Source: an optimization exercise on an open RTL-to-GDS flow (aim: a short achievable clock period and few clock cycles). Production flows keep margins and buffers that such runs may drop.
Where RTL was checked, it was by simulation tests only, not by an equivalence proof against the original.
For run 3, only the layout was checked, not whether the RTL still works.
Power figures rest on the tool's default switching activity, not on a simulated workload.

### design.v
`default_nettype none
package rv_pkg;
  localparam int XLEN = 32;
  localparam int PC_W = 8;      
  typedef logic [XLEN-1:0] word_t;
  typedef logic [4:0]      reg_addr_t;
  typedef logic [PC_W-1:0] pc_t;
  localparam logic [6:0] OPC_OP     = 7'b0110011;
  localparam logic [6:0] OPC_OP_IMM = 7'b0010011;
  localparam logic [6:0] OPC_LOAD   = 7'b0000011;
  localparam logic [6:0] OPC_STORE  = 7'b0100011;
  localparam logic [6:0] OPC_BRANCH = 7'b1100011;
  localparam logic [6:0] OPC_LUI    = 7'b0110111;
endpackage
`default_nettype wire
`timescale 1ns/10ps
`default_nettype none
module rv_alu (
  input  rv_pkg::word_t add_a,
  input  rv_pkg::word_t add_b,
  input  logic          sub,
  input  rv_pkg::word_t slt_a,
  input  rv_pkg::word_t slt_b,
  input  logic          slt_signed,
  input  rv_pkg::word_t log_a,
  input  rv_pkg::word_t log_b,
  input  logic          sel_xor,
  input  logic          sel_or,
  input  logic          sel_and,
  input  logic          sel_b,
  input  rv_pkg::word_t sh_a,
  input  logic [19:0]   sh_b,       
  input  logic          sh_left,
  input  logic          arith,      
  output rv_pkg::word_t sum,
  output logic          slt,
  output rv_pkg::word_t log_y,
  output rv_pkg::word_t sh_y
);
  logic        slt_eq;
  rv_add i_add (
    .a    (add_a),
    .b    (add_b),
    .sub  (sub),
    .sum  (sum),
    .cout ()
  );
  rv_cmp i_slt (
    .a        (slt_a),
    .b        (slt_b),
    .signed_c (slt_signed),
    .lt       (slt),
    .eq       (slt_eq)
  );
  assign log_y = ({32{sel_xor}} & (log_a ^ log_b))
               | ({32{sel_or}}  & (log_a | log_b))
               | ({32{sel_and}} & (log_a & log_b))
               | ({32{sel_b}}   & log_b);
  for (genvar k = 0; k < 4; k++)
  begin : g_sh
    logic [32:0]   srk;
    rv_pkg::word_t slk;
    assign srk = $unsigned($signed({arith & sh_a[31], sh_a}) >>> sh_b[5*k +: 5]);
    assign slk = sh_a << sh_b[5*k +: 5];
    assign sh_y[8*k +: 8] = sh_left ? slk[8*k +: 8] : srk[8*k +: 8];
  end
endmodule
module rv_add (
  input  rv_pkg::word_t a,
  input  rv_pkg::word_t b,
  input  logic          sub,
  output rv_pkg::word_t sum,
  output logic          cout
);
  logic [31:0] g [0:5];
  logic [31:0] p [0:5];
  logic [31:0] hp;
  logic [31:0] bx;
  logic        g0;
  assign bx   = b ^ {32{sub}};
  assign hp   = a ^ bx;
  assign g0   = sub ? (a[0] | !b[0]) : (a[0] & b[0]);
  assign g[0] = {a[31:1] & bx[31:1], g0};
  assign p[0] = {hp[31:1], 1'b0};
  for (genvar k = 0; k < 5; k++)
  begin : g_lvl
    for (genvar i = 0; i < 32; i++)
    begin : g_bit
      if (i >= (1 << k))
      begin : g_op
        rv_pg i_pg (
          .g_hi (g[k][i]),
          .p_hi (p[k][i]),
          .g_lo (g[k][i - (1 << k)]),
          .p_lo (p[k][i - (1 << k)]),
          .g    (g[k+1][i]),
          .p    (p[k+1][i])
        );
      end
      else
      begin : g_pass
        assign g[k+1][i] = g[k][i];
        assign p[k+1][i] = p[k][i];
      end
    end
  end
  assign sum  = hp ^ {g[5][30:0], sub};
  assign cout = g[5][31];
endmodule
module rv_add_addr (
  input  rv_pkg::word_t a,
  input  rv_pkg::word_t b,
  output rv_pkg::word_t sum
);
  logic [31:0] g [0:5];
  logic [31:0] p [0:5];
  logic [31:0] hp;
  assign hp   = a ^ b;
  assign g[0] = a & b;
  assign p[0] = {hp[31:1], 1'b0};
  for (genvar k = 0; k < 5; k++)
  begin : g_lvl
    for (genvar i = 0; i < 32; i++)
    begin : g_bit
      if (i >= (1 << k))
      begin : g_op
        rv_pg i_pg (
          .g_hi (g[k][i]),
          .p_hi (p[k][i]),
          .g_lo (g[k][i - (1 << k)]),
          .p_lo (p[k][i - (1 << k)]),
          .g    (g[k+1][i]),
          .p    (p[k+1][i])
        );
      end
      else
      begin : g_pass
        assign g[k+1][i] = g[k][i];
        assign p[k+1][i] = p[k][i];
      end
    end
  end
  assign sum = hp ^ {g[5][30:0], 1'b0};
endmodule
module rv_pg (
  input  logic g_hi,
  input  logic p_hi,
  input  logic g_lo,
  input  logic p_lo,
  output logic g,
  output logic p
);
  assign g = g_hi | (p_hi & g_lo);
  assign p = p_hi & p_lo;
endmodule
module rv_cmp (
  input  rv_pkg::word_t a,
  input  rv_pkg::word_t b,
  input  logic          signed_c,
  output logic          lt,
  output logic          eq
);
  logic [31:0] l [0:5];
  logic [31:0] e [0:5];
  rv_pkg::word_t ax;
  assign ax   = {a[31] ^ signed_c, a[30:0]};
  assign l[0] = ~ax & {b[31] ^ signed_c, b[30:0]};
  assign e[0] = ~(a ^ b);
  for (genvar k = 0; k < 5; k++)
  begin : g_lvl
    for (genvar i = 0; i < (32 >> (k + 1)); i++)
    begin : g_node
      rv_pg i_pg (
        .g_hi (l[k][2*i+1]),
        .p_hi (e[k][2*i+1]),
        .g_lo (l[k][2*i]),
        .p_lo (e[k][2*i]),
        .g    (l[k+1][i]),
        .p    (e[k+1][i])
      );
    end
    assign l[k+1][31:(32 >> (k + 1))] = '0;
    assign e[k+1][31:(32 >> (k + 1))] = '0;
  end
  assign lt = l[5][0];
  assign eq = e[5][0];
endmodule
`default_nettype wire
`timescale 1ns/10ps
`default_nettype none
module rv_regfile (
  input  logic              clk,
  input  rv_pkg::reg_addr_t rs1,
  input  rv_pkg::reg_addr_t rs2,
  output rv_pkg::word_t     rs1_data,
  output rv_pkg::word_t     rs2_data,
  input  logic              wr_en,      
  input  rv_pkg::reg_addr_t wr_addr,
  input  rv_pkg::word_t     wr_data
);
  rv_pkg::word_t regs [1:31];
  rv_pkg::word_t rd1;
  rv_pkg::word_t rd2;
  always_ff @(posedge clk)
  begin
    if (wr_en)
      regs[wr_addr] <= wr_data;
  end
  assign rd1 = (rs1 == '0) ? '0 : regs[rs1];
  assign rd2 = (rs2 == '0) ? '0 : regs[rs2];
  assign rs1_data = (wr_en && (wr_addr == rs1)) ? wr_data : rd1;
  assign rs2_data = (wr_en && (wr_addr == rs2)) ? wr_data : rd2;
endmodule
`default_nettype wire
`timescale 1ns/10ps
`default_nettype none
module rv_fetch (
  input  logic          clk,
  input  logic          arst_n,
  input  logic          redirect,      
  input  rv_pkg::pc_t   redirect_pc,
  input  logic          redirect2,     
  input  rv_pkg::pc_t   redirect2_pc,
  input  logic          hold,          
  input  logic          halted,        
  input  logic          upd_en,        
  input  rv_pkg::pc_t   upd_pc,
  input  logic          upd_taken,
  output rv_pkg::word_t imem_addr,
  input  rv_pkg::word_t imem_data,
  output rv_pkg::pc_t   pc,
  output logic          pred,          
  output rv_pkg::pc_t   target
);
  rv_pkg::pc_t  pc_seq;
  rv_pkg::pc_t  pc_out;       
  logic [255:0] seen;
  logic [255:0] last;
  logic         is_branch;
  logic         same_regs;
  logic [2:0]   f3;
  logic         stat_pred;
  logic         dyn_seen;     
  logic         dyn_last;
  logic [1:0]   lk_seq;       
  logic [1:0]   lk_alt;
  logic [1:0]   lk_hold;
  logic         u_en;         
  rv_pkg::pc_t  u_pc;
  logic         u_taken;
  logic [255:0] seen_r;
  logic [255:0] last_r;
  rv_pkg::pc_t  pc_pred;      
  rv_pkg::pc_t  pc_nopred;    
  rv_pkg::pc_t  out_pred;
  rv_pkg::pc_t  out_nopred;
  logic [1:0]   dyn_pred;
  logic [1:0]   dyn_nopred;
  rv_pkg::pc_t  pc_redir;
  logic [1:0]   lk_redir;
  logic         any_redir;
  assign imem_addr = {22'b0, pc_out, 2'b00};
  assign pc_seq    = pc + 1'b1;
  assign target    = pc + {imem_data[29:25], imem_data[11:9]};
  assign is_branch = (imem_data[6:0] == rv_pkg::OPC_BRANCH);
  assign same_regs = (imem_data[19:15] == imem_data[24:20]);
  assign f3        = imem_data[14:12];
  always_comb
  begin
    if (imem_data[31])
      stat_pred = 1'b1;
    else if (same_regs)
      stat_pred = (f3 == 3'b000) || (f3[2] && f3[0]);
    else
      stat_pred = f3[0];
  end
  assign pred = is_branch && (dyn_seen ? dyn_last : stat_pred);
  assign pc_redir   = redirect ? redirect_pc : redirect2_pc;
  assign lk_redir   = redirect ? lk_alt : 2'b00;
  assign any_redir  = redirect || redirect2;
  assign pc_nopred  = any_redir ? pc_redir : (hold ? pc : pc_seq);
  assign out_nopred = halted ? pc_out : (any_redir ? pc_redir : (hold ? pc_out : pc_seq));
  assign out_pred   = halted ? pc_out : (any_redir ? pc_redir : (hold ? pc_out : target));
  assign pc_pred    = any_redir ? pc_redir : (hold ? pc : target);
  assign dyn_nopred = any_redir ? lk_redir : (hold ? lk_hold : lk_seq);
  assign dyn_pred   = any_redir ? lk_redir : (hold ? lk_hold : 2'b00);
  assign seen_r  = {seen[0], seen[255:1]};
  assign last_r  = {last[0], last[255:1]};
  assign lk_seq  = {seen_r[pc], last_r[pc]};
  assign lk_alt  = {seen[redirect_pc], last[redirect_pc]};
  assign lk_hold = {seen[pc], last[pc]};
  always_ff @(posedge clk or negedge arst_n)
  begin
    if (!arst_n)
    begin
      pc       <= '0;
      pc_out   <= '0;
      seen     <= '0;
      u_en     <= 1'b0;
      dyn_seen <= 1'b0;
    end
    else
    begin
      pc       <= pred ? pc_pred : pc_nopred;
      pc_out   <= pred ? out_pred : out_nopred;
      dyn_seen <= pred ? dyn_pred[1] : dyn_nopred[1];
      u_en <= upd_en;
      if (u_en)
        seen[u_pc] <= 1'b1;
    end
  end
  always_ff @(posedge clk)
  begin
    dyn_last <= pred ? dyn_pred[0] : dyn_nopred[0];
    u_pc    <= upd_pc;
    u_taken <= upd_taken;
    if (u_en)
      last[u_pc] <= u_taken;
  end
endmodule
`default_nettype wire
`timescale 1ns/10ps
`default_nettype none
module rv_decode (
  input  rv_pkg::word_t instr,
  output logic          wen,
  output logic          is_load,
  output logic          is_store,
  output logic          is_branch,
  output logic          is_stop,
  output logic          use_imm,
  output logic          alu_rs1,      
  output logic          alu_rs2,      
  output rv_pkg::word_t imm,
  output logic          u_add,        
  output logic          u_log,        
  output logic          u_sh,         
  output logic          u_slt,        
  output logic          sub,
  output logic          slt_signed,
  output logic          sel_xor,
  output logic          sel_or,
  output logic          sel_and,
  output logic          sel_b,
  output logic          sh_left,
  output logic          arith
);
  logic [6:0] opcode;
  logic [2:0] funct3;
  logic       alt;
  logic       is_op;
  logic       is_opimm;
  logic       is_lui;
  logic       alu_fn;     
  assign opcode = instr[6:0];
  assign funct3 = instr[14:12];
  assign alt    = instr[30];
  assign is_op     = (opcode == rv_pkg::OPC_OP);
  assign is_opimm  = (opcode == rv_pkg::OPC_OP_IMM);
  assign is_lui    = (opcode == rv_pkg::OPC_LUI);
  assign is_load   = (opcode == rv_pkg::OPC_LOAD);
  assign is_store  = (opcode == rv_pkg::OPC_STORE);
  assign is_branch = (opcode == rv_pkg::OPC_BRANCH);
  assign is_stop   = (instr == '0);
  assign alu_fn    = is_op || is_opimm;
  assign wen     = (alu_fn || is_load || is_lui) && (instr[11:7] != '0);
  assign use_imm = !is_op;
  assign alu_rs1 = alu_fn || is_load || is_store;
  assign alu_rs2 = is_op;
  always_comb
  begin
    if (is_store)
      imm = {{20{instr[31]}}, instr[31:25], instr[11:7]};
    else if (is_lui)
      imm = {instr[31:12], 12'b0};
    else
      imm = {{20{instr[31]}}, instr[31:20]};
  end
  assign u_add      = alu_fn && (funct3 == 3'b000);
  assign u_slt      = alu_fn && (funct3[2:1] == 2'b01);
  assign u_log      = is_lui || (alu_fn && funct3[2] && (funct3 != 3'b101));
  assign u_sh       = alu_fn && (funct3[1:0] == 2'b01);
  assign sub        = (is_op && (funct3 == 3'b000) && alt) || u_slt;
  assign slt_signed = !funct3[0];
  assign sel_xor    = (funct3 == 3'b100) && !is_lui;
  assign sel_or     = (funct3 == 3'b110) && !is_lui;
  assign sel_and    = (funct3 == 3'b111) && !is_lui;
  assign sel_b      = is_lui;
  assign sh_left    = !funct3[2];
  assign arith      = alt;
endmodule
`default_nettype wire
`timescale 1ns/10ps
`default_nettype none
module rv_opsel (
  input  logic [6:0]    sel,     
  input  rv_pkg::word_t sum,
  input  rv_pkg::word_t log_y,
  input  rv_pkg::word_t sh_y,
  input  logic          slt,
  input  rv_pkg::word_t ld,
  input  rv_pkg::word_t rf,
  input  rv_pkg::word_t imm,
  output rv_pkg::word_t y
);
  assign y = ({32{sel[0]}} & sum)
           | ({32{sel[1]}} & log_y)
           | ({32{sel[2]}} & sh_y)
           | {31'b0, sel[3] & slt}
           | ({32{sel[4]}} & ld)
           | ({32{sel[5]}} & rf)
           | ({32{sel[6]}} & imm);
endmodule
module rv_execute (
  input  rv_pkg::word_t a,
  input  rv_pkg::word_t b,
  input  logic          br_unsigned,   
  output logic          lt,
  output logic          eq
);
  rv_cmp i_cmp (
    .a        (a),
    .b        (b),
    .signed_c (!br_unsigned),
    .lt       (lt),
    .eq       (eq)
  );
endmodule
`default_nettype wire
`timescale 1ns/10ps
`default_nettype none
module rv_memwb (
  input  logic          clk,
  input  logic          arst_n,
  input  logic          halt_next,
  output logic          halt,       
  input  logic [4:0]    m_kind,     
  input  rv_pkg::word_t m_sum,
  input  rv_pkg::word_t m_log,
  input  rv_pkg::word_t m_sh,
  input  logic          m_slt,
  input  rv_pkg::word_t dmem_rdata,
  output rv_pkg::word_t wb_data
);
  assign wb_data = ({32{m_kind[0]}} & m_sum)
                 | ({32{m_kind[1]}} & m_log)
                 | ({32{m_kind[2]}} & m_sh)
                 | {31'b0, m_kind[3] & m_slt}
                 | ({32{m_kind[4]}} & dmem_rdata);
  always_ff @(posedge clk or negedge arst_n)
  begin
    if (!arst_n)
      halt <= 1'b0;
    else
      halt <= halt_next;
  end
endmodule
`default_nettype wire
`timescale 1ns/10ps
`default_nettype none
module rv_core (
  input  logic          clk,
  input  logic          arst_n,
  output rv_pkg::word_t imem_addr,
  input  rv_pkg::word_t imem_data,
  output rv_pkg::word_t dmem_addr,
  output rv_pkg::word_t dmem_wdata,
  output logic          dmem_wr_en,
  output logic          dmem_rd_en,
  input  rv_pkg::word_t dmem_rdata,
  output logic          halt
);
  rv_pkg::pc_t       pc;
  logic              f_pred;
  rv_pkg::pc_t       f_target;
  rv_pkg::reg_addr_t rs1;
  rv_pkg::reg_addr_t rs2;
  rv_pkg::reg_addr_t rd;
  rv_pkg::word_t     rs1_data;
  rv_pkg::word_t     rs2_data;
  logic              d_wen, d_load, d_store, d_branch, d_stop, d_use_imm;
  logic              d_alu_rs1, d_alu_rs2;
  logic              stall;
  rv_pkg::word_t     d_imm;
  logic              d_add, d_log, d_sh, d_slt;
  logic              d_sub, d_slt_signed, d_xor, d_or, d_and, d_b, d_sh_left, d_arith;
  logic [4:0]        d_kind;       
  logic [4:0]        hit1;         
  logic [4:0]        hit2;
  logic              rf1;          
  logic              rf2;
  logic              e_valid;
  logic              e_wen, e_load, e_store, e_branch, e_stop;
  rv_pkg::reg_addr_t e_rd;
  logic [4:0]        e_kind;
  rv_pkg::word_t     e_imm;
  logic              e_sub, e_slt_signed, e_xor, e_or, e_and, e_b, e_sh_left, e_arith;
  logic              e_br_lt, e_br_unsigned, e_br_inv, e_br_flip;
  rv_pkg::pc_t       e_pc;
  rv_pkg::pc_t       e_alt_pc;
  rv_pkg::word_t     e_rs1_data;
  rv_pkg::word_t     e_rs2_data;
  logic [6:0]        s_add_a, s_add_b, s_log_a, s_log_b, s_sh_a, s_sh_b, s_cmp_a, s_cmp_b;
  logic [6:0]        s_adr_a, s_slt_a, s_slt_b;
  rv_pkg::word_t     add_a, add_b, log_a, log_b, sh_a, cmp_a, cmp_b, adr_a;
  rv_pkg::word_t     sh_b [0:3];
  rv_pkg::word_t     x_addr;
  rv_pkg::word_t     slt_a, slt_b;
  rv_pkg::word_t     x_sum, x_log, x_sh;
  logic              x_slt;
  logic              x_lt;
  logic              x_eq;
  logic              e_live;       
  logic              r_vb, r_lt, r_eq, r_br_lt, r_br_inv, r_br_flip;
  rv_pkg::pc_t       r_pc;
  rv_pkg::pc_t       r_alt;
  logic              r_cond;
  logic              r_mis;        
  logic              r_upd;        
  logic              fuse;
  logic              fz_zero;      
  logic              e_addi;       
  rv_pkg::word_t     e_nimm;       
  logic [12:0]       d_nimm;
  logic              e_fzm;        
  logic              fz_redirect;
  logic              kill;
  logic              halted;       
  logic              halt_next;
  logic              m_wen;
  rv_pkg::reg_addr_t m_rd;
  logic [4:0]        m_kind;
  rv_pkg::word_t     m_sum, m_log, m_sh;
  logic              m_slt;
  rv_pkg::word_t     m_addr;       
  rv_pkg::word_t     m_wdata;
  logic              m_rd_en;
  logic              m_wr_en;
  rv_pkg::word_t     wb_data;
  assign r_cond = r_br_lt ? r_lt : r_eq;
  assign r_mis  = r_vb && (r_cond ^ r_br_flip);
  assign e_live = e_valid && !r_mis;
  assign fz_redirect = e_valid && e_fzm;
  assign kill   = r_mis || fz_redirect || (e_live && e_stop) || halted;
  rv_fetch i_fetch (
    .clk, .arst_n,
    .redirect    (r_mis),
    .redirect_pc (r_alt),
    .redirect2   (fz_redirect),
    .redirect2_pc (e_alt_pc),
    .hold        (stall),
    .halted      (halted),
    .upd_en      (r_upd),
    .upd_pc      (r_pc),
    .upd_taken   (r_cond ^ r_br_inv),
    .imem_addr, .imem_data,
    .pc,
    .pred        (f_pred),
    .target      (f_target)
  );
  assign rs1 = imem_data[19:15];
  assign rs2 = imem_data[24:20];
  assign rd  = imem_data[11:7];
  rv_decode i_decode (
    .instr      (imem_data),
    .wen        (d_wen),
    .is_load    (d_load),
    .is_store   (d_store),
    .is_branch  (d_branch),
    .is_stop    (d_stop),
    .use_imm    (d_use_imm),
    .alu_rs1    (d_alu_rs1),
    .alu_rs2    (d_alu_rs2),
    .imm        (d_imm),
    .u_add      (d_add),
    .u_log      (d_log),
    .u_sh       (d_sh),
    .u_slt      (d_slt),
    .sub        (d_sub),
    .slt_signed (d_slt_signed),
    .sel_xor    (d_xor),
    .sel_or     (d_or),
    .sel_and    (d_and),
    .sel_b      (d_b),
    .sh_left    (d_sh_left),
    .arith      (d_arith)
  );
  rv_regfile i_regfile (
    .clk, .rs1, .rs2, .rs1_data, .rs2_data,
    .wr_en (m_wen), .wr_addr (m_rd), .wr_data (wb_data)
  );
  assign d_kind = {d_load, d_slt, d_sh, d_log, d_add};
  assign hit1   = (e_valid && e_wen && (e_rd == rs1)) ? e_kind : 5'b0;
  assign hit2   = (e_valid && e_wen && (e_rd == rs2)) ? e_kind : 5'b0;
  assign rf1    = (hit1 == 5'b0);
  assign rf2    = (hit2 == 5'b0);
  assign d_nimm = 13'd0 - {d_imm[11], d_imm[11:0]};
  assign fz_zero = (e_rs1_data == e_nimm);
  assign fuse   = e_valid && e_addi && s_add_a[5] && d_branch && (imem_data[14:13] == 2'b00) &&
                  (rs1 == e_rd) && (rs2 == 5'd0);
  assign stall  = (hit1[4] && d_alu_rs1) || (hit2[4] && d_alu_rs2);
  always_ff @(posedge clk or negedge arst_n)
  begin
    if (!arst_n)
    begin
      e_valid <= 1'b0;
      halted  <= 1'b0;
      r_vb    <= 1'b0;
      r_upd   <= 1'b0;
    end
    else
    begin
      e_valid <= !kill && !stall;
      halted  <= halt_next;
      r_vb    <= e_live && e_branch && !e_fzm;
      r_upd   <= e_live && e_branch;
    end
  end
  always_ff @(posedge clk)
  begin
    e_wen         <= d_wen;
    e_load        <= d_load;
    e_store       <= d_store;
    e_branch      <= d_branch;
    e_stop        <= d_stop;
    e_rd          <= rd;
    e_kind        <= d_kind;
    e_imm         <= d_imm;
    e_sub         <= d_sub;
    e_slt_signed  <= d_slt_signed;
    e_xor         <= d_xor;
    e_or          <= d_or;
    e_and         <= d_and;
    e_b           <= d_b;
    e_sh_left     <= d_sh_left;
    e_arith       <= d_arith;
    e_br_lt       <= imem_data[14];
    e_br_unsigned <= imem_data[13];
    e_br_inv      <= imem_data[12];
    e_br_flip     <= imem_data[12] ^ f_pred;
    e_pc          <= pc;
    e_alt_pc      <= f_pred ? (pc + 1'b1) : f_target;
    e_rs1_data    <= rs1_data;
    e_addi        <= d_add && d_use_imm && d_wen;
    e_nimm        <= {{19{d_nimm[12]}}, d_nimm};
    e_fzm         <= fuse && ((fz_zero ^ imem_data[12]) != f_pred);
    e_rs2_data    <= rs2_data;
    s_add_a <= {1'b0, rf1, hit1} & {7{d_add}};
    s_add_b <= (d_use_imm ? 7'b1000000 : {1'b0, rf2, hit2}) & {7{d_add}};
    s_slt_a <= {1'b0, rf1, hit1} & {7{d_slt}};
    s_slt_b <= (d_use_imm ? 7'b1000000 : {1'b0, rf2, hit2}) & {7{d_slt}};
    s_log_a <= {1'b0, rf1, hit1} & {7{d_log}};
    s_log_b <= (d_use_imm ? 7'b1000000 : {1'b0, rf2, hit2}) & {7{d_log}};
    s_sh_a  <= {1'b0, rf1, hit1} & {7{d_sh}};
    s_sh_b  <= (d_use_imm ? 7'b1000000 : {1'b0, rf2, hit2}) & {7{d_sh}};
    s_cmp_a <= {1'b0, rf1, hit1} & {7{d_branch}};
    s_cmp_b <= {1'b0, rf2, hit2} & {7{d_branch || d_store}};
    s_adr_a <= {1'b0, rf1, hit1} & {7{d_load || d_store}};
  end
  rv_opsel i_sel_add_a (.sel (s_add_a), .sum (m_sum), .log_y (m_log), .sh_y (m_sh), .slt (m_slt),
                        .ld ('0), .rf (e_rs1_data), .imm (e_imm), .y (add_a));
  rv_opsel i_sel_add_b (.sel (s_add_b), .sum (m_sum), .log_y (m_log), .sh_y (m_sh), .slt (m_slt),
                        .ld ('0), .rf (e_rs2_data), .imm (e_imm), .y (add_b));
  rv_opsel i_sel_log_a (.sel (s_log_a), .sum (m_sum), .log_y (m_log), .sh_y (m_sh), .slt (m_slt),
                        .ld ('0), .rf (e_rs1_data), .imm (e_imm), .y (log_a));
  rv_opsel i_sel_log_b (.sel (s_log_b), .sum (m_sum), .log_y (m_log), .sh_y (m_sh), .slt (m_slt),
                        .ld ('0), .rf (e_rs2_data), .imm (e_imm), .y (log_b));
  rv_opsel i_sel_sh_a  (.sel (s_sh_a),  .sum (m_sum), .log_y (m_log), .sh_y (m_sh), .slt (m_slt),
                        .ld ('0), .rf (e_rs1_data), .imm (e_imm), .y (sh_a));
  for (genvar k = 0; k < 4; k++)
  begin : g_sel_sh_b
    rv_opsel i_sel_sh_b (.sel (s_sh_b), .sum (m_sum), .log_y (m_log), .sh_y (m_sh), .slt (m_slt),
                         .ld ('0), .rf (e_rs2_data), .imm (e_imm), .y (sh_b[k]));
  end
  rv_opsel i_sel_slt_a (.sel (s_slt_a), .sum (m_sum), .log_y (m_log), .sh_y (m_sh), .slt (m_slt),
                        .ld ('0), .rf (e_rs1_data), .imm (e_imm), .y (slt_a));
  rv_opsel i_sel_slt_b (.sel (s_slt_b), .sum (m_sum), .log_y (m_log), .sh_y (m_sh), .slt (m_slt),
                        .ld ('0), .rf (e_rs2_data), .imm (e_imm), .y (slt_b));
  rv_opsel i_sel_adr_a (.sel (s_adr_a), .sum (m_sum), .log_y (m_log), .sh_y (m_sh), .slt (m_slt),
                        .ld ('0), .rf (e_rs1_data), .imm (e_imm), .y (adr_a));
  rv_opsel i_sel_cmp_a (.sel (s_cmp_a), .sum (m_sum), .log_y (m_log), .sh_y (m_sh), .slt (m_slt),
                        .ld (dmem_rdata), .rf (e_rs1_data), .imm (e_imm), .y (cmp_a));
  rv_opsel i_sel_cmp_b (.sel (s_cmp_b), .sum (m_sum), .log_y (m_log), .sh_y (m_sh), .slt (m_slt),
                        .ld (dmem_rdata), .rf (e_rs2_data), .imm (e_imm), .y (cmp_b));
  rv_add_addr i_adr (
    .a    (adr_a),
    .b    (e_imm),
    .sum  (x_addr)
  );
  rv_alu i_alu (
    .add_a, .add_b,
    .sub        (e_sub),
    .slt_a, .slt_b,
    .slt_signed (e_slt_signed),
    .log_a, .log_b,
    .sel_xor    (e_xor),
    .sel_or     (e_or),
    .sel_and    (e_and),
    .sel_b      (e_b),
    .sh_a,
    .sh_b       ({sh_b[3][4:0], sh_b[2][4:0], sh_b[1][4:0], sh_b[0][4:0]}),
    .sh_left    (e_sh_left),
    .arith      (e_arith),
    .sum        (x_sum),
    .slt        (x_slt),
    .log_y      (x_log),
    .sh_y       (x_sh)
  );
  rv_execute i_execute (
    .a           (cmp_a),
    .b           (cmp_b),
    .br_unsigned (e_br_unsigned),
    .lt          (x_lt),
    .eq          (x_eq)
  );
  always_ff @(posedge clk or negedge arst_n)
  begin
    if (!arst_n)
    begin
      m_wen   <= 1'b0;
      m_rd_en <= 1'b0;
      m_wr_en <= 1'b0;
    end
    else
    begin
      m_wen   <= e_live && e_wen;
      m_rd_en <= e_live && e_load;
      m_wr_en <= e_live && e_store;
    end
  end
  always_ff @(posedge clk)
  begin
    r_alt     <= e_alt_pc;
    r_pc      <= e_pc;
    r_lt      <= x_lt;
    r_eq      <= x_eq;
    r_br_lt   <= e_br_lt;
    r_br_inv  <= e_br_inv;
    r_br_flip <= e_br_flip;
    m_rd   <= e_rd;
    m_kind <= e_kind;
    m_sum  <= x_sum;
    m_log  <= x_log;
    m_sh   <= x_sh;
    m_slt  <= x_slt;
    m_addr <= x_addr;
    m_wdata <= cmp_b;
  end
  assign dmem_addr  = m_addr;
  assign dmem_wdata = m_wdata;
  assign dmem_rd_en = m_rd_en;
  assign dmem_wr_en = m_wr_en;
  assign halt_next = halted || (e_live && e_stop) ||
                     (d_stop && !kill && !(e_live && (e_load || e_store || e_branch)));
  rv_memwb i_memwb (
    .clk, .arst_n, .halt_next, .halt,
    .m_kind, .m_sum, .m_log, .m_sh, .m_slt, .dmem_rdata, .wb_data
  );
endmodule
`default_nettype wire
### run.sh
#!/bin/bash
# synth_recipe.tcl (not shown) runs the flow's synth.tcl, then flattens the netlist and writes it again
# the make line also repeats each setting of config.mk as NAME=value (left out here)
make -C /OpenROAD-flow-scripts/flow DESIGN_CONFIG=/design/flow/config.mk WORK_HOME=/design/flow/orfs CLKGATE_MAP_FILE= SYNTH_SCRIPT=/design/flow/synth_recipe.tcl finish
### config.mk
export PLATFORM = sky130hd
export DESIGN_NAME = rv_core
export DESIGN_NICKNAME = rv_core
export VERILOG_FILES = /design/flow/design.v
export SDC_FILE = /design/flow/constraint.sdc
export NUM_CORES = 4
export LEC_CHECK = 0
export ABC_CLOCK_PERIOD_IN_PS = 2500
export CAP_MARGIN = 40
export CORE_MARGIN = 2
export CORE_UTILIZATION = 40
export PLACE_DENSITY = 0.7
export SETUP_SLACK_MARGIN = 5.0
export SLEW_MARGIN = 40
export SYNTH_HIERARCHICAL = 1
export SYNTH_MINIMUM_KEEP_SIZE = 0
export TNS_END_PERCENT = 100
### constraint.sdc
create_clock -name core_clock -period 8.0 [get_ports {clk}]
set_input_delay 1.6000 -clock core_clock [delete_from_list [all_inputs] [get_ports {clk}]]
set_output_delay 1.6000 -clock core_clock [all_outputs]
set_load 0.01 [all_outputs]
==> run notes, run 1 <==
Floorplanning:
- The number of rows created at floorplan is 199.
- The area of the die is 298900 um^2.
- The die is 546.8 um tall.
- The area inside the core boundary is 293600 um^2.
- The starting density of the core is 40.14%.
- The number of ports placed on the die boundary is 165.
- The floorplan step set the die width to 546.8 um.

Synth:
- The number of synthesis warnings is 23.
- After synthesis the cells add up to 117800 um^2.
- The number of instances in the synthesized netlist is 9533.
- The mean area per synthesized cell is 12.36 um^2.

GRT:
- The number of antenna violations at the first check in global routing is 51.
- The overall routing resource usage is 30.67%.
- The first-pass GRT wire length is 676800 um.
- The via count of the first global-routing pass was 93280.
- Global routing finished with a remaining overflow of 0.
- The pin count of the biggest net entering global routing is 163.

Placed design:
- Routability-driven placement finished with a final weighted congestion of 1.003.
- The wire-length estimate of the detail-placed layout is 300200 um.
- Buffers placed on the I/O ports in this run total 140.

Detailed routing:
- The routed layout has 97260 vias.
- The routed design has 480200 um of wire.
- The average via count per standard cell is 6.970.
- The number of DRC violations after detailed-routing iteration 0 is 16610.
- The average routed wire per standard cell is 34.41 um.
- The post-detailed-route count of antenna-violating nets is 0.
- The detailed-router iteration count before antenna repair is 10.
- The count of unresolved DRC violations after routing is 0.

Setup path:
- The delay of the slowest cell on the worst path is 0.52 ns.
- Grouping stages by cell kind, the critical path spends the most delay in flip-flops.
- STA classifies the critical path startpoint as a flop.
- Of all nets on the critical path, the largest fanout is 2.
- The slowest stage of the critical path belongs to the cell sky130_fd_sc_hd__dfrtp_2.
- The arrival time of data at the critical path endpoint is 1.56 ns.
- The minimum setup slack among reg-to-reg paths is 4.90 ns.
- Walking the worst path, the cells encountered are buf_6.
- The endpoint identified for the worst register-to-register timing path is m_addr[31]$_DFF_P_.
- The most critical setup path has its startpoint at i_fetch.pc_out[6]$_DFFE_PN0P_.
- In this run the number of cells on the critical path is 1.
- STA classifies the critical path endpoint as a primary output.
- The number of cells on the worst reg-to-reg path is 9.
- The critical path is of the reg -> out type.
- The most critical setup path has its endpoint at imem_addr[8].
- STA puts the critical path data required time at 6.40 ns.
- The count of buffer and inverter cells on the critical path is 1.
- The source of the worst register-to-register timing path is m_log[29]$_DFF_P_.

Pwr:
- In this run, flip-flops and latches consume 39.0% of the power.
- Cell internal power was estimated by the tool at 19.81 mW.
- The share of total power in combinational logic is 27.1%.
- The leakage component of the power is 52.80 nW.
- In this run switching power makes up 33.98% of total power.
- Dividing total power by cell area gives a power density of 221.0 nW/um^2.
- The switching power summed over all nets is 10.20 mW.
- The clock network burns 33.9% of the power.
- The design draws 30.01 mW.
- The worst vdd rail ir drop is 0.2200 mV.

STA:
- The setup TNS after final layout is 0 ns.
- Between clock sinks in the finished design, the worst skew comes to 0.1255 ns.
- The worst pin sits at a relative slew slack of 31.88%.
- For the pin with the worst max-slew slack, the measured transition is 1.022 ns.
- The minimum clock period after layout is 3.160 ns.
- The number of hold violations in the final report is 0.
- Static timing analysis puts the maximum clock frequency at 316.4 MHz.
- Setup repair after global routing could not meet its margin everywhere.
- The number of max-slew violations in the final report came to 0.
- The part of the cycle the worst path needs is 39.50%.
- The final setup violation count is 0.

Finish:
- The multi-input combinational cells in the finished layout cover a total of 62810 um^2.
- The net count of the finished layout is 10100.
- More flip-flops sit in one register than any other, and that register is i_regfile.regs.
- The sequential cell area is 53250 um^2.
- Counting the fill cells in the layout gives 25490.
- The register with the most flip-flops in the layout has 992 of them.
- The area added between synthesis and finish is 15.24%.
- Cells with a size suffix above 1 make up 25.59% of the layout.
- The largest registers in the layout are i_regfile.regs x992, i_fetch.last x256, i_fetch.seen x256.

Hold path:
- The worst hold path begins at r_pc[6]$_DFF_P_.
- The classification of the worst-slack hold path is reg -> reg.

CTS:
- The maximum level of the CTS H-tree is 4.
- The maximum count of clock buffers along a single path is 4.
- The TritonCTS clock tree is done.
- Clock tree synthesis found a total of 1954 sinks.
- The total of hold buffers inserted after clock tree synthesis is 0.
- Clock tree synthesis selected as its root buffer the cell sky130_fd_sc_hd__clkbuf_16.
- The number of clock buffers inserted by TritonCTS is 214.
- After clock tree synthesis, the clock-pin slew on the worst setup and hold paths is 0.06 ns.
- The clock reaches the later pin of the worst-skew pair after 0.95 ns.

Outcome:
- The run finished with no timing, DRC or antenna violations.

Flow run:
- The total of max-cap violations is 0.
## worst min path at each step
stage                                    endpoint  slack (ns)  cells past startpoint
after floorplan           i_fetch.u_pc[0]$_DFF_P_        0.31                      0
after global placement            r_pc[1]$_DFF_P_        0.31                      0
after global routing              r_pc[2]$_DFF_P_        0.33                      0
after CTS                        r_alt[3]$_DFF_P_        0.32                      0
after detailed placement  i_fetch.u_pc[0]$_DFF_P_        0.31                      0
final                     i_fetch.u_pc[6]$_DFF_P_        0.32                      0
## metrics by stage
step	util, %	area [um^2]	hold slack [ns]	instances	worst slack (ns)
2_1_floorplan	-	119800	0.3096	9866	4.430
3_3_place_gp	42.15	123700	0.3109	13310	3.081
3_5_place_dp	42.27	124100	0.3121	13330	3.044
4_1_cts	45.43	133400	0.3228	13790	4.807
5_1_grt	46.24	135700	0.3304	13940	4.845
6_report	46.26	135800	0.3210	13950	4.840
## power groups by stage
stage               Clock [mW]  Combinational [mW]  Sequential [mW]
global placement             0                6.58             11.9
global route              10.5                8.25             11.7
CTS                       10.2                7.18             11.6
detailed placement           0                6.67             11.9
finish                    10.2                8.14             11.7
floorplan                    0                4.42             11.4
## metal layers
| layer | GRT usage [%] | vias up | wire (um) |
|---|---|---|---|
| met4 | 19.99 | 14 | 36110 |
| met1 | 39.55 | 48420 | 167900 |
| li1 | - | 38550 | - |
| met3 | 9.160 | 1780 | 68350 |
| met2 | 44.79 | 8499 | 207600 |
| met5 | 0.1899 | - | 159 |
## what timing repair did
item | 4_1_cts | 5_1_grt
cloned | 26 | 17
endpoints found under the setup margin | 673 | 447
resized for setup | 703 | 260
pin swaps | 30 | 65
setup buffers | 53 | 110
## cell type report
| class | instances | share of cell area (%) |
|---|---|---|
| Antenna cell | 36 | 0.06634 |
| Clock inverter | 101 | 0.8173 |
| Tap cell | 3919 | 3.611 |
| Multi-Input combinational cell | 6842 | 46.25 |
| Timing Repair Buffer | 651 | 5.169 |
| Inverter | 169 | 0.4911 |
| Clock buffer | 282 | 4.375 |
| Sequential cell | 1954 | 39.22 |
## layout by cell type (no fill, tap or decap), types with 267 or more instances in the layout
cell type	instances
sky130_fd_sc_hd__nand2_1	292
sky130_fd_sc_hd__a21o_1	332
sky130_fd_sc_hd__mux4_2	924
sky130_fd_sc_hd__buf_4	371
sky130_fd_sc_hd__dfxtp_1	308
sky130_fd_sc_hd__o21ai_0	525
sky130_fd_sc_hd__edfxtp_1	1248
sky130_fd_sc_hd__and2_1	267
sky130_fd_sc_hd__conb_1	335
sky130_fd_sc_hd__nand3_1	355
sky130_fd_sc_hd__a22oi_1	1150
Testbench counts, summed over its fixed seeds: cycles 42,332.
==> inputs of run 2 (changes only) <==
--- a/config.mk
+++ b/config.mk
@@ -11,3 +11,2 @@
 export CORE_UTILIZATION = 40
-export PLACE_DENSITY = 0.7
 export SETUP_SLACK_MARGIN = 5.0
==> run 2 against run 1 <==
Clock skew increased by 0.0094 ns. Flip-flop and latch count stayed put. Final area increased by 0.99%. Synthesized cell count unchanged. First-iteration DRC count shrank 0.28%. Clock power rose by 6%. Via count is 1.2% higher. Non-clock buffer count up 73. Synthesized area is the same.
==> run notes, run 2 <==
Detailed routing:
- The count of unresolved DRC violations after routing is 0.
- The average routed wire per standard cell is 36.77 um.
- The sum of routed wire length over all layers is 516000 um.
- The detail route stage leaves a number of antenna-violating nets equal to 0.
- After detailed routing, the met3 layer carries 71970 um of wire.
- The sum of met2 wire segment lengths after detailed routing is 220700 um.
- The pre-antenna-repair detailed-routing pass consisted of 12 iterations.
- For this block, wires on met1 add up to 185400 um.
- The via count is 98430.
- The number of DRC violations after detailed-routing iteration 0 is 16570.
- In the routed layout, each cell is associated on average with a via count of 7.014.
- The highest signal layer in the routed design is met5.

STA:
- The worst clock skew is 0.1349 ns.
- The remaining max-slew budget at the tightest pin is 32.84%.
- Timing would allow up to 315.4 MHz.
- The clock period could shrink to 3.171 ns.
- The worst-margin pin slew is 1.000 ns.
- The number of hold violations in the final report is 0.
- The number of max-slew violations in the final report is 0.
- Dividing the final minimum period by the clock period gives 39.63%.
- The smallest setup slack after layout is 4.829 ns.
- Setup repair after global routing could not meet its margin everywhere.
- The setup TNS after final layout is 0 ns.
- Setup violations remaining at the end of the flow were counted as 0.

CTS:
- TritonCTS built the clock tree.
- The library cell used as clock root buffer is sky130_fd_sc_hd__clkbuf_16.
- The later pin in the worst-skew pair is clocked with a latency of 0.96 ns.
- Counting along the longest clock path gives a buffer depth of 4.
- The number of clock buffers inserted by TritonCTS is 218.
- The sink count of the clock tree is 1954.
- The maximum level of the CTS H-tree is 4.
- The clock-pin transition on the worst setup and hold timing paths is 0.06 ns.

Finish:
- The library cell used most frequently in the layout, excluding fill and tap cells, is sky130_fd_sc_hd__edfxtp_1.
- The top cell types in the final layout, fill and taps aside, are 1248 x sky130_fd_sc_hd__edfxtp_1, 1150 x sky130_fd_sc_hd__a22oi_1, 922 x sky130_fd_sc_hd__mux4_2, 535 x sky130_fd_sc_hd__o21ai_0, 415 x sky130_fd_sc_hd__buf_4.
- After the flow finishes, the layout carries non-filler instances totaling 14030.
- The register bank with the most flops is i_regfile.regs.
- The net count of the finished layout is 10180.
- The filler cells instantiated in the layout total 25740.
- The area added between synthesis and finish is 16.38%.
- In the final layout, the registers with the most flip-flops are i_regfile.regs x992, i_fetch.last x256, i_fetch.seen x256.
- The register with the most flip-flops in the layout has 992 of them.
- The share of the core filled with cells in the final layout is 46.71%.
- Of the cells placed in the final design, the portion with a size suffix greater than 1 is 26.30%.

Pwr:
- For this design the static power due to leakage is 53.69 nW.
- The total power of the final layout is 30.86 mW.
- The worst-case IR drop observed on VDD is 0.2089 mV.
- The areal power density over the cells is 225.0 nW/um^2.

GRT:
- The overall routing resource usage is 33.17%.
- The first-pass GRT wire length is 717300 um.
- The number of antenna violations at the first check in global routing came to 28.
- The pin count of the biggest net entering global routing is 107.
- The global route total overflow is 0.
- The via count of the first global-routing pass came to 94170.

Synth:
- The number of instances in the synthesized netlist is 9533.
- The post-synthesis instance area is 117800 um^2.
- The number of synthesis warnings is 23.
- Dividing the synthesized area by the synthesized cell count gives 12.36 um^2.

Floorplanning:
- Measured along the y axis, the die boundary spans 546.8 um.
- The area of the die is 298900 um^2.
- Row generation in the floorplan step produced 199 rows.
- The floorplan die width is 546.8 um.
- The area inside the core boundary is 293600 um^2.
- The number of ports placed on the die boundary is 165.
- The starting density of the core is 40.14%.

Setup path:
- In this design, the stage delay of the slowest critical-path cell is 0.56 ns.
- The count of buffer and inverter cells on the critical path is 1.
- The worst setup path is of the reg -> out kind.
- Along the worst path, the maximum fanout reaches 2.
- The gate family responsible for the most delay along the worst path is flip-flops.
- The required time of the worst setup path is 6.40 ns.
- The master of the slowest instance on the critical path is sky130_fd_sc_hd__dfrtp_2.
- Traced cell by cell, the critical path runs through buf_6.
- The worst setup path is captured at a primary output.
- The worst setup path is launched from a flop.
- At the worst endpoint, the arrival time is 1.57 ns.

Placed design:
- The final weighted congestion in routability-driven placement is 1.001.
- The number of placed instances, taps included is 13410.
- Port buffering added 140 buffers.
- Prior to clock tree synthesis, the placed netlist has a worst setup slack of 2.819 ns.
- The placed wire-length estimate is 315700 um.

Flow run:
- Max-cap violations in this run came to 0.

Hold path:
- The path class of the tightest hold or removal check is reg -> reg.

Outcome:
- The flow ran to the end and the layout has no timing, DRC or antenna violations.
[run 2: cell types whose count changed in the layout (fill, tap and decap cells not counted), moves of 11 or more]
cell	change
sky130_fd_sc_hd__buf_4	+44
sky130_fd_sc_hd__buf_6	+33
sky130_fd_sc_hd__dfxtp_1	+22
sky130_fd_sc_hd__nand2_2	-20
sky130_fd_sc_hd__diode_2	-19
sky130_fd_sc_hd__dfxtp_2	-15
sky130_fd_sc_hd__nand2_4	+15
sky130_fd_sc_hd__o21ai_1	-11
sky130_fd_sc_hd__xor2_1	-11
[run 2: layout make-up]
class                   instances  area [um^2]  share of cell area (%)
multi-input cells            6844        63040                   45.97
flip-flops and latches       1954        53210                   38.80
repair buffers                724         7696                   5.612
clock buffers                 289         6187                   4.512
well taps                    3919         4903                   3.576
clock inverters               116         1368                  0.9973
inverters                     169        673.1                  0.4909
diodes                         17        42.54                 0.03102
repair inverters                1        5.005                0.003650
[run 2: timing repair]
action                                   CTS  global route
pin swaps                                 41            52
gates resized for setup                  731           254
hold buffers                               0             0
setup buffers                             78            87
cloned                                    26            13
endpoints found under the setup margin  1090           466
[run 2: report_power, final]
| part | total [mW] | switching (mW) | internal, mW |
|---|---|---|---|
| registers | 11.6 | 0.677 | 11.0 |
| logic | 8.44 | 5.34 | 3.09 |
| clock network | 10.8 | 4.50 | 6.28 |
| total | 30.9 | 10.5 | 20.3 |
[run 2: path summary, 6_finish.rpt]
check / startpoint / to / slack, ns / depth (start not counted)
max: i_fetch.pc_out[4]$_DFFE_PN0P_ / imem_addr[6] / 4.83 / 1
min: e_pc[1]$_DFF_P_ / r_pc[1]$_DFF_P_ / 0.32 / 0
max reg2reg: i_fetch.pc[3]$_DFFE_PN0N_ / i_fetch.dyn_last$_DFF_P_ / 4.90 / 9
min reg2reg: e_pc[1]$_DFF_P_ / r_pc[1]$_DFF_P_ / 0.32 / 0
max in group asynchronous: arst_n / i_fetch.seen[131]$_DFFE_PN0P_ / 5.89 / 3
min in group asynchronous: arst_n / i_fetch.seen[153]$_DFFE_PN0P_ / 0.62 / 1
[run 2: per-layer routing]
layer  GRT usage (%)  vias to the layer above
met5          0.2532                        -
met2           48.58                     8122
met4           19.91                       16
li1                -                    38720
met1           42.77                    49680
met3           10.72                     1897
[run 2: through the flow]
stage	area (um^2)	hold WS, ns
final	137100	0.3205
after global routing	137100	0.3317
after CTS	134900	0.3251
after detailed placement	124900	0.3121
after global placement	124200	0.3102
after floorplan	119800	0.3096
==> inputs of run 3 (changes only) <==
--- a/design.v
+++ b/design.v
@@ -247,5 +247,2 @@
   logic [1:0]   lk_hold;
-  logic         u_en;         
-  rv_pkg::pc_t  u_pc;
-  logic         u_taken;
   logic [255:0] seen_r;
@@ -262,2 +259,10 @@
   assign imem_addr = {22'b0, pc_out, 2'b00};
+  for (genvar b = 0; b < 8; b++)
+  begin : g_bank
+    rv_bht_bank #(.BANK (b)) i_bank (
+      .clk, .arst_n, .upd_en, .upd_pc, .upd_taken,
+      .seen (seen[32*b +: 32]),
+      .last (last[32*b +: 32])
+    );
+  end
   assign pc_seq    = pc + 1'b1;
@@ -297,4 +302,2 @@
       pc_out   <= '0;
-      seen     <= '0;
-      u_en     <= 1'b0;
       dyn_seen <= 1'b0;
@@ -306,5 +309,2 @@
       dyn_seen <= pred ? dyn_pred[1] : dyn_nopred[1];
-      u_en <= upd_en;
-      if (u_en)
-        seen[u_pc] <= 1'b1;
     end
@@ -314,6 +314,38 @@
     dyn_last <= pred ? dyn_pred[0] : dyn_nopred[0];
-    u_pc    <= upd_pc;
+  end
+endmodule
+module rv_bht_bank #(
+  parameter int BANK = 0
+) (
+  input  logic        clk,
+  input  logic        arst_n,
+  input  logic        upd_en,
+  input  rv_pkg::pc_t upd_pc,
+  input  logic        upd_taken,
+  output logic [31:0] seen,
+  output logic [31:0] last
+);
+  logic       u_en;
+  logic [4:0] u_idx;
+  logic       u_taken;
+  always_ff @(posedge clk or negedge arst_n)
+  begin
+    if (!arst_n)
+    begin
+      u_en <= 1'b0;
+      seen <= '0;
+    end
+    else
+    begin
+      u_en <= upd_en && (upd_pc[7:5] == 3'(BANK));
+      if (u_en)
+        seen[u_idx] <= 1'b1;
+    end
+  end
+  always_ff @(posedge clk)
+  begin
+    u_idx   <= upd_pc[4:0];
     u_taken <= upd_taken;
     if (u_en)
-      last[u_pc] <= u_taken;
+      last[u_idx] <= u_taken;
   end
==> run 3 against run 2 <==
Highest routed layer unchanged. Wire length up 1.6%. Global-route usage shrank 0.44 points. Critical path type is now reg -> reg. Fmax fell by 3.7%. Clock power hardly changed.
==> run notes, run 3 <==
Outcome:
- The flow ran to the end and the layout has no timing, DRC or antenna violations.

Floorplanning:
- In this run the count of I/O pins placed on the die edge is 165.
- The floorplan has 203 rows.
- The area inside the core boundary is 305300 um^2.
- The floorplan die width is 557.5 um.
- The starting density of the core is 40.13%.
- The floorplan step defined a die boundary enclosing 310800 um^2.
- The die span in y is 557.5 um.

CTS:
- TritonCTS built the clock tree.
- Buffers inserted to repair hold after CTS numbered 0.
- CTS built an H-tree with a depth of 4.
- Clock-pin slew was measured on the worst setup and hold paths at 0.06 ns.
- The maximum count of clock buffers along a single path is 4.
- Counting every sink on the clock net gives 2000.
- In this run, CTS created clock tree buffers numbering 226.
- The library cell used as clock root buffer is sky130_fd_sc_hd__clkbuf_16.
- The clock insertion delay at the later pin of the skew report is 0.97 ns.

GRT:
- The overall routing resource usage is 32.73%.
- The number of antenna violations at the first check in global routing is 39.
- The first-pass GRT wire length is 733800 um.
- Entering global routing, the biggest net connects 89 pins.
- After global routing the overflow that remains totals 0.
- The via count of the first global-routing pass is 96830.

Setup path:
- Data on the critical path is required at its endpoint by 8.76 ns.
- Data on the critical path arrives at its endpoint at 4.06 ns.
- The worst register-to-register path has a depth of 10.
- The peak fanout along the critical path is 25.
- The worst register-to-register path begins at i_fetch.pc[4]$_DFFE_PN0N_.
- The worst register-to-register path has a setup slack of 4.71 ns.
- The worst setup path is of the reg -> reg kind.
- The startpoint type of the worst setup path is a flop.
- The kind of end point of the critical path is a flop.
- The endpoint of the lowest-slack register-to-register path is i_fetch.dyn_seen$_DFF_PN0_.

Placed design:
- The pre-CTS worst setup slack is 2.909 ns.
- The count of input and output buffers is 140.
- Counting tap cells, the placed design contains a total of 13960 instances.
- The congestion estimate from routability-driven global placement came to 0.9989.
- The placed wire-length estimate is 319400 um.
- The instance area after placement is 129400 um^2.

Synth:
- The synthesized netlist occupies a cell area of 122500 um^2.
- The mean area per synthesized cell is 12.30 um^2.
- The number of synthesis warnings is 31.
- Counting every instance in the synthesized netlist gives 9961.

Hold path:
- Along the worst hold path, the cell count comes to 0.
- The worst min-delay path endpoint is r_pc[1]$_DFF_P_.
- The launch instance of the worst min-delay path is e_pc[1]$_DFF_P_.
- The classification of the worst-slack hold path is reg -> reg.

STA:
- The worst hold slack is 0.3259 ns.
- The worst-margin pin slew is 0.9767 ns.
- The final setup violation count is 0.
- Clock skew on the completed layout was measured at 0.1213 ns.
- The remaining max-slew budget at the tightest pin is 34.89%.
- In the final timing run, aggregate negative setup slack is 0 ns.
- Setup repair after global routing could not meet its margin everywhere.
- The number of hold violations in the final report is 0.
- The number of max-slew violations in the final report is 0.
- The highest attainable clock frequency is 303.7 MHz.
- The smallest setup slack after layout is 4.707 ns.
- Of the available clock period, the critical path in the final layout requires 41.16%.
- The minimum clock period after layout is 3.293 ns.

Detailed routing:
- The count of nets left with antenna violations once routing finished came out at 0.
- After detailed routing, the average wire length per cell comes to 36.07 um.
- The average via count per standard cell is 6.932.
- The count of unresolved DRC violations after routing is 0.
- The routed layout has 100800 vias.
- Summed over all layers, the routed wires come to 524400 um.
- The detailed-router iteration count before antenna repair is 8.
- The number of DRC violations after detailed-routing iteration 0 is 17390.

Finish:
- The most common cell after layout, fill and taps aside is sky130_fd_sc_hd__edfxtp_1.
- The register with the most flip-flops in the layout has 992 of them.
- Leaving out fill and tap cells, the most frequent cells in the layout are 1248 x sky130_fd_sc_hd__edfxtp_1, 1125 x sky130_fd_sc_hd__a22oi_1, 925 x sky130_fd_sc_hd__mux4_2, 410 x sky130_fd_sc_hd__nand3_1, 344 x sky130_fd_sc_hd__buf_4.
- The share of post-route cells with drive strength above 1 is 24.52%.
- The register bank with the most flops is i_regfile.regs.
- The post-layout instance area is 140600 um^2.
- The share of the core filled with cells in the final layout is 46.06%.
- The finished layout holds 14540 standard cells, fillers aside.
- The largest registers in the layout are i_regfile.regs x992, i_fetch.g_bank.i_bank.last x256, i_fetch.g_bank.i_bank.seen x256.
- The net count of the finished layout is 10500.
- Relative to the synthesized area, the layout overhead comes to 14.76%.

Pwr:
- For this design the static power due to leakage is 54.84 nW.
- The total power of the final layout is 32.98 mW.
- The areal power density over the cells is 234.6 nW/um^2.
- The worst vdd rail ir drop is 0.2465 mV.

Flow run:
- Across the run, the number of max-cap violations was 0.
## run 3: timing repair
action / 4_1_cts / 5_1_grt
resized for setup: 624 / 195
endpoints found under the setup margin: 420 / 173
endpoints found under the hold margin: 0 / 0
setup buffers: 64 / 25
gates cloned: 24 / 11
pin swaps: 21 / 22
## run 3: power breakdown
group | internal, mW | total, mW | switching [mW]
clock network | 6.46 | 11.0 | 4.58
logic | 3.48 | 9.64 | 6.15
registers | 11.3 | 12.3 | 0.979
total | 21.3 | 33.0 | 11.7
## run 3: routing by layer
| layer | wire length [um] | global-route usage, % | part of all wire, % |
|---|---|---|---|
| met2 | 219700 | 46.69 | 42 |
| met5 | 137 | 0.1852 | 0.026 |
| met4 | 38950 | 20.08 | 7.4 |
| met1 | 192200 | 42.79 | 37 |
| met3 | 73490 | 10.99 | 14 |
## run 3: how the worst max path moves through the flow
stage / start / end / slack (ns) / cells past startpoint
global route: i_fetch.pc[0]$_DFFE_PN0N_ / i_fetch.dyn_seen$_DFF_PN0_ / 4.74 / 9
global placement: imem_data[18] / i_fetch.pc_out[0]$_DFFE_PN0P_ / 2.52 / 11
CTS: i_fetch.pc[4]$_DFFE_PN0N_ / i_fetch.dyn_seen$_DFF_PN0_ / 4.73 / 10
detailed placement: imem_data[15] / e_rs1_data[28]$_DFF_P_ / 2.91 / 8
floorplan: imem_data[6] / i_fetch.pc_out[0]$_DFFE_PN0P_ / 4.49 / 12
finish: i_fetch.pc[4]$_DFFE_PN0N_ / i_fetch.dyn_seen$_DFF_PN0_ / 4.71 / 10
## run 3: critical path: stages (launching register included)
cell                        delay [ns]
sky130_fd_sc_hd__dfrtp_4          0.57
sky130_fd_sc_hd__buf_12           0.28
sky130_fd_sc_hd__inv_1            0.27
sky130_fd_sc_hd__buf_4            0.32
sky130_fd_sc_hd__nand2_2          0.21
sky130_fd_sc_hd__nor3_1           0.10
sky130_fd_sc_hd__o41a_1           0.40
sky130_fd_sc_hd__a2111oi_0        0.36
sky130_fd_sc_hd__a2bb2oi_1        0.32
sky130_fd_sc_hd__o22ai_1          0.13
sky130_fd_sc_hd__o2bb2ai_1        0.17
## run 3: area by class of cell
cell class	instances	area, um^2
Clock buffer	296	6297
Tap cell	4100	5130
Fill cell	27320	164700
Antenna cell	35	87.58
Clock inverter	122	1531
Timing Repair Buffer	616	6525
Inverter	196	744.5
Sequential cell	2000	54270
Multi-Input combinational cell	7173	66030

[what the ideal ports hide]
Ports are ideal in the flow. The routed layouts listed here were re-timed in OpenROAD. Step 1 assumes that a clkbuf_16 drives the clock port and a buf_2 every other input. Step 2 also shifts input and output timing later by t, the mid clock arrival at the registers, as if the neighbouring blocks saw the same clock. Three values: ideal ports, drivers, drivers and shift; two values: the first two.
run	t (ns)	setup WS [ns]	worst setup path at the end
run 1	0.998	4.840 / 4.725 / 3.727	input to register
run 2	1.014	4.829 / 4.713 / 3.772	input to register
run 3	1.014	4.707 / 4.616 / 3.602	input to register
After both steps every run listed still meets setup and hold. For run 1, which loses most, drivers alone change the setup slack by -0.115 ns; drivers and shift together by -1.113 ns.
